From an optimization exercise on the open Yosys and OpenROAD flow, aimed at a short achievable clock period and few clock cycles; shortcuts taken in it are not production practice. Only simulation tests tie the RTL to the original design; equivalence was not proved. Power figures rest on the tool's default switching activity, not on a simulated workload.

## mips_core
module mips_core (
	input  wire                    clk,
	input  wire                    rst_n,
	input  wire [32-1:0]   imem_data,
	input  wire [32-1:0]   dmem_rdata,
	output logic [32-1:0]  imem_addr,
	output logic [32-1:0]  dmem_addr,
	output logic [32-1:0]  dmem_wdata,
	output logic                   dmem_we
);
Size: about 9000 cells after synthesis, about 1900 flip-flops, about 0.088 sq mm of cells after synthesis.
clock: 8.0 ns
lec_check: 0
abc_clock_period_in_ps: 2500
cap_margin: 20
cell_pad_in_sites_detail_placement: 1
cell_pad_in_sites_global_placement: 2
core_margin: 2
core_utilization: 35
setup_slack_margin: 5
slew_margin: 20
tns_end_percent: 100
run.sh (not shown) runs the stock make flow with config.mk's settings and CLKGATE_MAP_FILE= SYNTH_SCRIPT=/design/flow/synth_recipe.tcl, a recipe that flattens the netlist after the stock synthesis.
Testbench counts at the start, summed over its fixed seeds: cycles 83,102.
==> next run, changes <==
--- a/flow/design.v
+++ b/flow/design.v
@@ -623,27 +623,30 @@
 		end
 		arith_e  <= r_addu | i_addiu | i_lw | i_sw | r_subu;
 		op_sub_e <= r_subu;
 		op_slt_e <= r_slt;
 		op_and_e <= r_and;
 		op_or_e  <= r_or | i_ori | i_lui;
 		beq_e    <= i_beq;
 		pred_e   <= pred_d;
 		alt_e    <= pred_d ? seq_d : target_d;
 		bidx_e   <= bidx_d;
 		bv_e     <= bv_d;
 		bc_e     <= bc_d;
-		sb_e     <= opb_d;
-		ca_e     <= opa_d;
-		cb_e     <= opb_d;
+		if (sh_d)
+			sb_e <= opb_d;
+		if (bq_d) begin
+			ca_e <= opa_d;
+			cb_e <= opb_d;
+		end
 	end
 	always_ff @(posedge clk or negedge rst_n) begin
 		if (!rst_n) begin
 			regw_m <= 1'b0;
 			ld_m   <= 1'b0;
 			we_m   <= 1'b0;
 			dest_m <= '0;
 			wen_m  <= '0;
 		end else begin
 			regw_m <= regw_e;
 			ld_m   <= ld_e;
 			we_m   <= st_e;
What happened: The new run completed with no timing, DRC or antenna violations; area after synthesis went up by a few percent; clock power went up by a few percent; total power went up by a few percent; global-route usage went up by 0.35 points; hold slack is about the same; setup slack degrades by 84 ps; final area went up by a few percent; via count went up by a few percent; routed wire length went up by a few percent; count of clock-buffer cells in the layout went up by 7; register-to-register slack degrades by 80 ps.
Testbench counts after the change, summed over its fixed seeds: cycles 83,102.

---

mips_core again, from the RTL that the note above started with.
## mips_core
module mips_core (
	input  wire                    clk,
	input  wire                    rst_n,
	input  wire [32-1:0]   imem_data,
	input  wire [32-1:0]   dmem_rdata,
	output logic [32-1:0]  imem_addr,
	output logic [32-1:0]  dmem_addr,
	output logic [32-1:0]  dmem_wdata,
	output logic                   dmem_we
);
	localparam int BHT_AW = 6;
	localparam int BHT_N  = 1 << BHT_AW;
	logic [31:2]  pc_f;
	logic [31:0]  ir_d;
	logic [31:1]  rs_oh0_d, rt_oh0_d;    
	logic [31:1]  rs_ohn1_d, rt_ohn1_d;  
	logic [31:1]  rs_oh2_d, rt_oh2_d;    
	logic [31:1]  rs_ohn3_d, rt_ohn3_d;  
	logic         valid_d;
	logic [31:2]  pc_d;
	logic [31:0]  a_e;         
	logic [31:0]  b_e;         
	logic [31:0]  sb_e;        
	logic [31:0]  ca_e, cb_e;  
	logic [31:0]  sd_e;        
	logic         sdl_e;       
	logic [3:0]   sh_lo_e;
	logic [7:0]   shl_hi_e, shr_hi_e;
	logic         arith_e, op_sub_e, op_slt_e, op_and_e, op_or_e;
	logic         regw_e, ld_e, st_e;
	logic [4:0]   dest_e;
  ...
export LEC_CHECK = 0
export ABC_CLOCK_PERIOD_IN_PS = 2500
export CAP_MARGIN = 20
export CELL_PAD_IN_SITES_DETAIL_PLACEMENT = 1
export CELL_PAD_IN_SITES_GLOBAL_PLACEMENT = 2
export CORE_MARGIN = 2
export CORE_UTILIZATION = 35
export SLEW_MARGIN = 20
export TNS_END_PERCENT = 100
create_clock -name core_clock -period 8.0 [get_ports {clk}]
standard.sh (not shown) runs the stock make flow with config.mk's settings and CLKGATE_MAP_FILE= SYNTH_SCRIPT=/design/flow/synth_recipe.tcl, a recipe that flattens the netlist after the stock synthesis.
==> flow/flow/run.sh <==
#!/bin/bash
set -euo pipefail
bash standard.sh SETUP_SLACK_MARGIN=5.4 finish > make_finish.log 2>&1
The baseline completed without violations.
Testbench counts at the start, summed over its fixed seeds: cycles 83,102.
Next try:
--- a/flow/design.v
+++ b/flow/design.v
@@ -325,23 +325,22 @@
 	logic [31:2]  pc_f;
 	logic [31:0]  ir_d;
 	logic [31:1]  rs_oh0_d, rt_oh0_d;    
 	logic [31:1]  rs_ohn1_d, rt_ohn1_d;  
 	logic [31:1]  rs_oh2_d, rt_oh2_d;    
 	logic [31:1]  rs_ohn3_d, rt_ohn3_d;  
 	logic         valid_d;
 	logic [31:2]  pc_d;
 	logic [31:0]  a_e;         
 	logic [31:0]  b_e;         
 	logic [31:0]  sb_e;        
-	logic [31:0]  ca_e, cb_e;  
 	logic [31:0]  sd_e;        
 	logic         sdl_e;       
 	logic [3:0]   sh_lo_e;
 	logic [7:0]   shl_hi_e, shr_hi_e;
 	logic         arith_e, op_sub_e, op_slt_e, op_and_e, op_or_e;
 	logic         regw_e, ld_e, st_e;
 	logic [4:0]   dest_e;
 	logic         br_e, beq_e, pred_e;
 	logic [31:2]  alt_e;
 	logic [BHT_AW-1:0] bidx_e;
 	logic         bv_e;
@@ -517,23 +516,23 @@
 		.op_and (op_and_e),
 		.op_or  (op_or_e),
 		.p      (p_x),
 		.c      (c_x),
 		.oth    (oth_x),
 		.lt     (lt_x)
 	);
 	assign sum_x     = p_x ^ c_x;
 	assign oth_slt_x = {oth_x[31:1], oth_x[0] | (op_slt_e & lt_x)};
 	assign res_x     = arith_e ? (p_x ^ c_x ^ {32{op_sub_e}}) : oth_slt_x;
 	assign fwd_a_x   = arith_e ? (p_x ^ {32{op_sub_e ^ inv_d}} ^ c_x) : (oth_slt_x ^ {32{inv_d}});
-	assign eq_x    = (ca_e == cb_e);
+	assign eq_x    = (a_e == b_e);
 	assign taken_x = beq_e ? eq_x : !eq_x;
 	assign mis_x   = br_e && (taken_x != pred_e);
 	logic [31:2]  pc_next;
 	logic [31:2]  pc_out;      
 	assign pc_next   = mis_x ? alt_e : (stall ? pc_f : (pred_d ? target_d : seq_d));
 	assign imem_addr = {pc_out, 2'b00};
 	always_ff @(posedge clk or negedge rst_n) begin
 		if (!rst_n) begin
 			pc_f    <= '0;
 			valid_d <= 1'b0;
 		end else begin
@@ -625,24 +624,22 @@
 		op_sub_e <= r_subu;
 		op_slt_e <= r_slt;
 		op_and_e <= r_and;
 		op_or_e  <= r_or | i_ori | i_lui;
 		beq_e    <= i_beq;
 		pred_e   <= pred_d;
 		alt_e    <= pred_d ? seq_d : target_d;
 		bidx_e   <= bidx_d;
 		bv_e     <= bv_d;
 		bc_e     <= bc_d;
 		sb_e     <= opb_d;
-		ca_e     <= opa_d;
-		cb_e     <= opb_d;
 	end
 	always_ff @(posedge clk or negedge rst_n) begin
 		if (!rst_n) begin
 			regw_m <= 1'b0;
 			ld_m   <= 1'b0;
 			we_m   <= 1'b0;
 			dest_m <= '0;
 			wen_m  <= '0;
 		end else begin
 			regw_m <= regw_e;
 			ld_m   <= ld_e;
=> Worst hold slack hardly moves; die area goes down slightly; maximum frequency goes down slightly; final cell count goes down slightly; power goes down slightly; worst setup slack degrades by 0.055 ns; sequential power hardly moves; via count goes down slightly; routed wire length goes down slightly.
Testbench counts after the change, summed over its fixed seeds: cycles 83,102.

afterwards: timing with drivers on the ports:
The results above use ideal ports. As a check the final layouts listed here were re-extracted and re-timed, cells and wires unchanged.
Step 1 assumes that a clkbuf_16 drives the clock port and a buf_2 every other input.
Step 2 times the ports against the registers' clock, not the clock port: input delays grow and output delays shrink by t, the midpoint of the rising clock arrivals with the driver on.
Three values: ideal, step 1, step 2; two values: the first two.
run	shift t [ns]	slack for setup (ns)	worst setup path at the end	worst data-port slew with drivers (ns)
the first run of note 1	0.988	4.864 / 4.864 / 4.043	input to register	0.09
the second run of note 1	1.048	4.780 / 4.780 / 3.806	input, reset recovery	0.23
the first run of note 2	0.994	4.868 / 4.868 / 4.143	input to register	0.32
the second run of note 2	0.968	4.813 / 4.813 / 4.078	input to register	0.15
After both steps setup and hold are still met in every run listed. The setup slack of the second run of note 1, which loses most, moves by 0.000 ns with the drivers and by -0.974 ns with both steps. The worst setup slack also covers recovery checks on asynchronous resets.
